Context: an optimization exercise on an open-source flow, tuned for small area and a short achievable clock period. The choices shown serve that exercise and are no tape-out recipe.
The RTL was checked by simulation tests, not by an equivalence proof against the original design.
No activity file was given, so power comes from the tool's default toggle rates.

--- design/flow/constraint.sdc ---
create_clock -name core_clock -period 5.5 [get_ports {clk}]
set_input_delay 1.1000 -clock core_clock [delete_from_list [all_inputs] [get_ports {clk}]]
set_output_delay 1.1000 -clock core_clock [all_outputs]
set_load 0.01 [all_outputs]
--- design/flow/run.sh ---
#!/bin/bash
# synth_recipe.tcl (not shown) runs the flow's synth.tcl, then flattens the netlist and writes it again
# the make line also repeats each setting of config.mk as NAME=value (left out here)
make -C /OpenROAD-flow-scripts/flow DESIGN_CONFIG=/design/flow/config.mk WORK_HOME=/design/flow/orfs CLKGATE_MAP_FILE= SYNTH_SCRIPT=/design/flow/synth_recipe.tcl finish
--- design/flow/design.v ---
`default_nettype none
package mode_regs_pkg;
    localparam int num_modes = 4;
    localparam int mode_idx_w = 2;
    localparam int addr_w = 8;
    localparam int data_w = 16;
    localparam int mode_base_addr = 4;
    localparam int regs_per_mode = 8;
    localparam int mode_stride = 9;
    localparam int reg_sample_count = 0;
    localparam int reg_line_count = 1;
    localparam int reg_h_front_porch = 2;
    localparam int reg_h_sync_length = 3;
    localparam int reg_h_blank = 4;
    localparam int reg_v_front_porch = 5;
    localparam int reg_v_sync_length = 6;
    localparam int reg_v_blank = 7;
    localparam int reg_valid = 8;
endpackage
`default_nettype wire
`default_nettype none
package video_timing_pkg;
    localparam int val_w = 16;
    localparam int cfg_w = 8 * val_w;
    localparam int cfg_sample_count  = 112;
    localparam int cfg_line_count    = 96;
    localparam int cfg_h_front_porch = 80;
    localparam int cfg_h_sync_length = 64;
    localparam int cfg_h_blank       = 48;
    localparam int cfg_v_front_porch = 32;
    localparam int cfg_v_sync_length = 16;
    localparam int cfg_v_blank       = 0;
    localparam int meas_samples = 16;
    localparam int meas_lines   = 0;
    localparam int tim_h_total_minus_one = 112;
    localparam int tim_v_total_minus_one = 96;
    localparam int tim_h_blank           = 80;
    localparam int tim_h_sync_start      = 64;
    localparam int tim_h_sync_end        = 48;
    localparam int tim_v_blank           = 32;
    localparam int tim_v_sync_start      = 16;
    localparam int tim_v_sync_end        = 0;
    localparam logic [cfg_w-1:0] default_mode = {
        16'd1280,   
        16'd720,    
        16'd110,    
        16'd40,     
        16'd370,    
        16'd5,      
        16'd5,      
        16'd30      
    };
endpackage
`default_nettype wire
`timescale 1ns/100ps
`default_nettype none
module mode_reg_bank (
    input  wire              clk,
    input  wire              rst,
    input  wire              reg_write,
    input  wire [23:0]       reg_wr,
    input  wire              mode_change,
    input  wire [3:0]        mode_match_safe,
    output logic [4*128-1:0] mode_cfgs,
    output logic [3:0]       valid_modes,
    output logic [3:0]       dirty_mode,
    output logic             dirty_modes
);
    wire [mode_regs_pkg::addr_w-1:0] wr_addr = reg_wr[mode_regs_pkg::data_w +: mode_regs_pkg::addr_w];
    wire [mode_regs_pkg::data_w-1:0] wr_data = reg_wr[0 +: mode_regs_pkg::data_w];
    logic [mode_regs_pkg::num_modes-1:0] wr_sel;
    int                   wr_off;
    always_comb begin
        wr_sel = '0;
        wr_off = 0;
        for (int i = 0; i < mode_regs_pkg::num_modes; i++) begin
            if (int'(wr_addr) >= mode_regs_pkg::mode_base_addr + i * mode_regs_pkg::mode_stride &&
                int'(wr_addr) < mode_regs_pkg::mode_base_addr + (i + 1) * mode_regs_pkg::mode_stride) begin
                wr_sel[i] = reg_write;
                wr_off = int'(wr_addr) - (mode_regs_pkg::mode_base_addr + i * mode_regs_pkg::mode_stride);
            end
        end
    end
    always_ff @(posedge clk) begin
        for (int i = 0; i < mode_regs_pkg::num_modes; i++) begin
            if (wr_sel[i] && !valid_modes[i] && wr_off < mode_regs_pkg::regs_per_mode) begin
                case (wr_off)
                    mode_regs_pkg::reg_sample_count:  mode_cfgs[i*video_timing_pkg::cfg_w + video_timing_pkg::cfg_sample_count  +: video_timing_pkg::val_w] <= wr_data;
                    mode_regs_pkg::reg_line_count:    mode_cfgs[i*video_timing_pkg::cfg_w + video_timing_pkg::cfg_line_count    +: video_timing_pkg::val_w] <= wr_data;
                    mode_regs_pkg::reg_h_front_porch: mode_cfgs[i*video_timing_pkg::cfg_w + video_timing_pkg::cfg_h_front_porch +: video_timing_pkg::val_w] <= wr_data;
                    mode_regs_pkg::reg_h_sync_length: mode_cfgs[i*video_timing_pkg::cfg_w + video_timing_pkg::cfg_h_sync_length +: video_timing_pkg::val_w] <= wr_data;
                    mode_regs_pkg::reg_h_blank:       mode_cfgs[i*video_timing_pkg::cfg_w + video_timing_pkg::cfg_h_blank       +: video_timing_pkg::val_w] <= wr_data;
                    mode_regs_pkg::reg_v_front_porch: mode_cfgs[i*video_timing_pkg::cfg_w + video_timing_pkg::cfg_v_front_porch +: video_timing_pkg::val_w] <= wr_data;
                    mode_regs_pkg::reg_v_sync_length: mode_cfgs[i*video_timing_pkg::cfg_w + video_timing_pkg::cfg_v_sync_length +: video_timing_pkg::val_w] <= wr_data;
                    mode_regs_pkg::reg_v_blank:       mode_cfgs[i*video_timing_pkg::cfg_w + video_timing_pkg::cfg_v_blank       +: video_timing_pkg::val_w] <= wr_data;
                    default: ;
                endcase
            end
        end
    end
    always_ff @(posedge clk or posedge rst) begin
        if (rst) begin
            valid_modes <= '0;
            dirty_mode <= '0;
            dirty_modes <= 1'b0;
        end else begin
            for (int i = 0; i < mode_regs_pkg::num_modes; i++) begin
                if (wr_sel[i] && wr_off == mode_regs_pkg::reg_valid) begin
                    valid_modes[i] <= wr_data[0];
                end
                if (wr_sel[i] && wr_off == mode_regs_pkg::reg_valid && wr_data[0]) begin
                    dirty_mode[i] <= 1'b1;
                end else if (mode_change && mode_match_safe[i]) begin
                    dirty_mode[i] <= 1'b0;
                end
            end
            dirty_modes <= |dirty_mode;
        end
    end
endmodule
`default_nettype wire
`timescale 1ns/100ps
`default_nettype none
module mode_matcher (
    input  wire              clk,
    input  wire              rst,
    input  wire              find_mode_req,
    input  wire [31:0]       meas,
    input  wire [4*128-1:0]  mode_cfgs,
    input  wire [3:0]        valid_modes,
    input  wire [3:0]        dirty_mode,
    output logic [3:0]       mode_match_safe,
    output wire              mode_change,
    output wire [127:0]      sel_cfg
);
    logic [mode_regs_pkg::num_modes-1:0]  mode_match;
    logic [mode_regs_pkg::num_modes-1:0]  last_match;
    logic                  find_mode;
    logic [mode_regs_pkg::mode_idx_w-1:0] sel_idx;
    always_ff @(posedge clk or posedge rst) begin
        if (rst) begin
            mode_match <= '0;
            find_mode <= 1'b0;
            last_match <= '0;
        end else begin
            find_mode <= find_mode_req;
            for (int i = 0; i < mode_regs_pkg::num_modes; i++) begin
                mode_match[i] <= valid_modes[i] &&
                                 mode_cfgs[i*video_timing_pkg::cfg_w + video_timing_pkg::cfg_sample_count +: video_timing_pkg::val_w] == meas[video_timing_pkg::meas_samples +: video_timing_pkg::val_w] &&
                                 mode_cfgs[i*video_timing_pkg::cfg_w + video_timing_pkg::cfg_line_count +: video_timing_pkg::val_w] == meas[video_timing_pkg::meas_lines +: video_timing_pkg::val_w];
            end
            if (mode_change) begin
                last_match <= mode_match_safe;
            end
        end
    end
    always_comb begin
        for (int i = 0; i < mode_regs_pkg::num_modes; i++) begin
            mode_match_safe[i] = mode_match[i];
            for (int j = 0; j < i; j++) begin
                if (mode_match[j]) begin
                    mode_match_safe[i] = 1'b0;
                end
            end
        end
    end
    always_comb begin
        sel_idx = '0;
        for (int i = 0; i < mode_regs_pkg::num_modes; i++) begin
            if (mode_match_safe[i]) begin
                sel_idx = sel_idx | mode_regs_pkg::mode_idx_w'(i);
            end
        end
    end
    assign sel_cfg = mode_cfgs[sel_idx*video_timing_pkg::cfg_w +: video_timing_pkg::cfg_w];
    assign mode_change = find_mode && (|mode_match_safe) &&
                         ((|(mode_match_safe ^ last_match)) || dirty_mode[sel_idx]);
endmodule
`default_nettype wire
`timescale 1ns/100ps
`default_nettype none
module timing_calc (
    input  wire           clk,
    input  wire           rst,
    input  wire           mode_change,
    input  wire [127:0]   sel_cfg,
    output logic [127:0]  timing,
    output logic          vid_mode_change
);
    function automatic logic [127:0] calc_timing(input logic [127:0] cfg);
        logic [15:0] sample_count, line_count, h_front_porch, h_sync_length;
        logic [15:0] h_blank, v_front_porch, v_sync_length, v_blank;
        logic [15:0] h_sync_start, v_sync_start;
        sample_count  = cfg[video_timing_pkg::cfg_sample_count  +: 16];
        line_count    = cfg[video_timing_pkg::cfg_line_count    +: 16];
        h_front_porch = cfg[video_timing_pkg::cfg_h_front_porch +: 16];
        h_sync_length = cfg[video_timing_pkg::cfg_h_sync_length +: 16];
        h_blank       = cfg[video_timing_pkg::cfg_h_blank       +: 16];
        v_front_porch = cfg[video_timing_pkg::cfg_v_front_porch +: 16];
        v_sync_length = cfg[video_timing_pkg::cfg_v_sync_length +: 16];
        v_blank       = cfg[video_timing_pkg::cfg_v_blank       +: 16];
        h_sync_start = sample_count + h_front_porch;
        v_sync_start = line_count + v_front_porch;
        calc_timing = {
            16'(sample_count + h_blank - 16'd1),   
            16'(line_count + v_blank - 16'd1),     
            h_blank,                               
            h_sync_start,                          
            16'(h_sync_start + h_sync_length),     
            v_blank,                               
            v_sync_start,                          
            16'(v_sync_start + v_sync_length)      
        };
    endfunction
    wire [127:0] next_timing = calc_timing(sel_cfg);
    always_ff @(posedge clk or posedge rst) begin
        if (rst) begin
            timing <= calc_timing(video_timing_pkg::default_mode);
            vid_mode_change <= 1'b0;
        end else begin
            vid_mode_change <= mode_change;
            if (mode_change) begin
                timing <= next_timing;
            end
        end
    end
endmodule
`default_nettype wire
`timescale 1ns/100ps
`default_nettype none
module mode_banks_top (
    input  wire          clk,
    input  wire          rst,
    input  wire          reg_write,
    input  wire [23:0]   reg_wr,             
    input  wire          find_mode_req,
    input  wire [31:0]   meas,               
    output wire [3:0]    mode_match_safe,
    output wire          dirty_modes,
    output wire          mode_change,
    output wire          vid_mode_change,
    output wire [127:0]  timing
);
    wire [4*128-1:0] mode_cfgs;
    wire [3:0]       valid_modes;
    wire [3:0]       dirty_mode;
    wire [127:0]     sel_cfg;
    mode_reg_bank i_mode_reg_bank (
        .clk             (clk),
        .rst             (rst),
        .reg_write       (reg_write),
        .reg_wr          (reg_wr),
        .mode_change     (mode_change),
        .mode_match_safe (mode_match_safe),
        .mode_cfgs       (mode_cfgs),
        .valid_modes     (valid_modes),
        .dirty_mode      (dirty_mode),
        .dirty_modes     (dirty_modes)
    );
    mode_matcher i_mode_matcher (
        .clk             (clk),
        .rst             (rst),
        .find_mode_req   (find_mode_req),
        .meas            (meas),
        .mode_cfgs       (mode_cfgs),
        .valid_modes     (valid_modes),
        .dirty_mode      (dirty_mode),
        .mode_match_safe (mode_match_safe),
        .mode_change     (mode_change),
        .sel_cfg         (sel_cfg)
    );
    timing_calc i_timing_calc (
        .clk             (clk),
        .rst             (rst),
        .mode_change     (mode_change),
        .sel_cfg         (sel_cfg),
        .timing          (timing),
        .vid_mode_change (vid_mode_change)
    );
endmodule
`default_nettype wire
--- design/flow/config.mk ---
export PLATFORM = sky130hd
export DESIGN_NAME = mode_banks_top
export DESIGN_NICKNAME = mode_banks_top
export VERILOG_FILES = /design/flow/design.v
export SDC_FILE = /design/flow/constraint.sdc
export NUM_CORES = 4
export LEC_CHECK = 0
export CAP_MARGIN = 20
export CORE_MARGIN = 2
export CORE_UTILIZATION = 40
export SLEW_MARGIN = 20
==> impl_results.md <==
- Footprint of the multi-input gates: 0.0114 sq mm
- Final ANT Viol Nets: 0
- Seq/Total Area, Yosys: 0.604
- Largest net degree at the start of global routing: 166
- Final Hold Fails: 0
- Rows: 103
- Synthesized area: 0.0316 sq mm
- Synth cell count leaders: edfxtp_1 (512), nand2_1 (363), nor2_1 (159), xnor2_1 (157)
- Worst setup EP type: flop
- First-pass GRT wire length: 143,000 microns
- Cell Chain, Critical Path: inv_1, nand2_1, clkinv_2, buf_4, a221oi_1, a21oi_1, ha_1, nor2b_1, o21ai_0, a21boi_1, o21ai_1, nor2b_1, xnor2_1, ha_1, o21a_1, a21o_1, maj3_1, and3b_1, nor4_2, o41ai_1, xnor2_1, o21ai_0
- Buf/Inv on CP: 3
- Top cell type's share of synthesized area: 0.486
- GRT Overall Usage: 0.238
- H-tree Lvls: 3
- Initial core utilization: 0.402
- Number of global-route vias before repair: 21,700
- Leakage: 0.0143 uW
- Clock latency (worst-skew pair): 0.62 ns
- Critical Path Source Type: flop
- Crit-path leading delay family: compound AO/OA/AOI/OAI gates
- Clk sinks: 659
- Max VDD drop: 226 uV
- Initial DRC Count: 2,323
- CP Max Fanout: 15
- Post-Route WL: 98,500 microns
- CTS buffer count: 71
- CP Data Arrival Time: 5.68 ns
- Cell variety after synth: 98
- Clk root buf: clkbuf_16
- Fin crit period: 5.21 ns
- Run status: no timing/DRC/antenna violations
- Clock transition at path regs: 0.06 ns
- Die H: 285 microns
- Syn Area/Cell: 11.9 sq um
- CTS tree: yes
- Post-synth ARST share: 0.223
- Largest stage delay on the critical path: 0.43 ns
- Synthesized instance count: 2,659
- Synth Register Bits: 659
- Reg2reg path depth: 22
- Fin util: 0.480
- Final setup fails: 0
- Cells after DPL: 3,867
- Top_reg_cell synth: edfxtp_1
- Critical path class: reg -> reg
- GRT Residual Overflow: 0
- Max Transition Viols Final: 0
- Least-Margin Pin Slew: 1.17 ns
- CTS max path bufs: 3
- # diodes: 0
- Die area: 0.0814 sq mm
- Area grow syn2layout: 19.2%
- Number of synthesized flops with an enable pin: 512
- Ranking of synthesized cells by area: edfxtp_1 (49%), dfrtp_1 (7.9%), ha_1 (4.7%)
- Stages on the worst setup path: 22
- Port Buf Inserts: 194
- CP Data Required Time: 5.97 ns
- Post-Route Setup TNS: 0 ns
- RSZ-0062 raised after global routing: false
- Cell Count, Final, Fillers Out: 4,001
- Initial antenna violation count: 5
- Total core area: 0.0786 sq mm
- HP Class: reg -> reg
- HPWL Detailed: 68,500 microns
- Max cap viols: 0
- Max_slew headroom: 0.215
- Chip Width: 285 microns
- Vias/cell: 5.60
- Worst path slowest cell: dfrtp_1
- Layout cells sized above 1: 0.121
- Worst Clk Skew: 0.0302 ns
- DR WL/cell: 24.6 microns
- Synth Net Count: 2,844
- DRC viols: 0
- Io pins: 195
- Fmax: 192 MHz
- Storage cell area: 0.0191 sq mm
- Tcrit/Tclk final: 0.947
- Cell with the most instances after synthesis: edfxtp_1
- Via Count: 22,400
- Syn. warnings: 3
- GP Congestion: 0.894
- Nets: 3,080
- Pwr Density: 285 mW/mm^2
- Drt first pass iters: 8
- FILL cells: 7,010
- Largest area contributor in the netlist: edfxtp_1
- Worst hold stages: 2
==> flip-flops by register name, summed over array words and instances (netlist names) <==
name,count
i_mode_matcher.find_mode,1
i_mode_matcher.last_match,4
i_mode_matcher.mode_match,4
i_mode_reg_bank.dirty_mode,4
i_mode_reg_bank.dirty_modes,1
i_mode_reg_bank.mode_cfgs,512
i_mode_reg_bank.valid_modes,4
i_timing_calc.timing,128
i_timing_calc.vid_mode_change,1
==> final timing paths <==
| path | from | endpoint | slack (ns) |
|---|---|---|---|
| max | i_mode_matcher.mode_match[0] | i_timing_calc.timing[15] | 0.29 |
| min | i_timing_calc.timing[25] | i_timing_calc.timing[25] | 0.46 |
| max reg2reg | i_mode_matcher.mode_match[0] | i_timing_calc.timing[15] | 0.29 |
| min reg2reg | i_timing_calc.timing[25] | i_timing_calc.timing[25] | 0.46 |
| max in group asynchronous | rst | i_timing_calc.timing[34] | 3.58 |
| min in group asynchronous | rst | i_timing_calc.vid_mode_change | 1.04 |
==> metrics by stage <==
stage | instance area, sq um | total power (uW) | hold slack (ns) | worst slack, ns
6_report | 37700 | 10800 | 0.463 | 0.293
5_1_grt | 37700 | 11000 | 0.490 | 0.00278
4_1_cts | 37600 | 10800 | 0.466 | 0.235
3_5_place_dp | 35200 | 5900 | 0.458 | 0.241
3_3_place_gp | 35200 | 5890 | 0.454 | 0.255
2_1_floorplan | 31700 | 5670 | 0.450 | 0.00129
==> worst register-to-register path, delay by kind of cell (launching register included) <==
kind	cells	cell delay, ns
and+or+nand+nor	5	0.94
buffers and inverters	3	0.64
DFF	1	0.43
AOI/OAI and AO/OA	9	1.68
adders and majority gates	3	1.04
xor gates and xnor gates	2	0.34
==> where the power goes <==
part           leakage [uW]  internal (uW)  total, uW  switching, uW
logic               0.00669            123        399            276
clock network       0.00118           2950       4950           2000
registers           0.00645           5390       5400           9.94
total                0.0143           8470      10800           2290
==> logic make-up after synthesis <==
group,count (synthesis),synth area share
xor+xnor,210,0.0598
buf+inv,293,0.0373
flops,659,0.604
mux,64,0.0210
fa+ha+maj,126,0.0512
simple gates,703,0.0996
compound gates,604,0.127
==> final cells by class <==
cell class,instances,share of cell area
flip-flops and latches,659,0.507
multi-input cells,1707,0.303
repair buffers,312,0.0771
clock buffers,87,0.0517
well taps,1050,0.0348
inverters,144,0.0146
clock inverters,42,0.0122
==> placed cells by master, fill, tap and decap left out, types with 48 or more instances in the layout <==
cell type and n:
a21oi_1 117, a221oi_1 64, a31oi_1 59, buf_4 110
clkbuf_16 74, clkdlybuf4s50_1 189, dfrtp_1 100, edfxtp_1 512
ha_1 119, inv_1 139, nand2_1 362, nor2_1 157
o21ai_0 140, xnor2_1 157, xor2_1 48
==> metal layers <==
metal,GRT usage,share of wire,vias up,wire length (microns)
met5,0,0.000071,-,7
met2,0.371,0.46,998,44900
met4,0.0758,0.027,2,2680
met1,0.335,0.43,11000,42200
li1,-,-,10200,-
met3,0.0477,0.089,158,8730
==> repair_timing <==
item	4_1_cts	5_1_grt
buffers inserted	0	5
setup endpoints to repair	0	8
hold buffers	0	0
gates resized for setup	0	10

==> re-timing with driven ports <==
Ports are ideal in the flow. The routed layout listed here was re-timed in OpenROAD. Step 1, drivers: a clkbuf_16 drives clk and a buf_2 each remaining input, both assumed. Step 2 also shifts input and output timing later by t, the mid clock arrival at the registers, as if the neighbouring blocks saw the same clock. a / b / c = ideal / step 1 / step 2; a / b = the first two.
t (ns): 0.667
slack for setup (ns): 0.293 / 0.293 / 0.210
worst setup path at the end: input to register
worst data-port slew with drivers (ns): 0.07
pins driven straight from the clock port: 1
After both steps this run still meets setup and hold. The setup slack of this run moves by 0.000 ns with the drivers and by -0.083 ns with both steps.
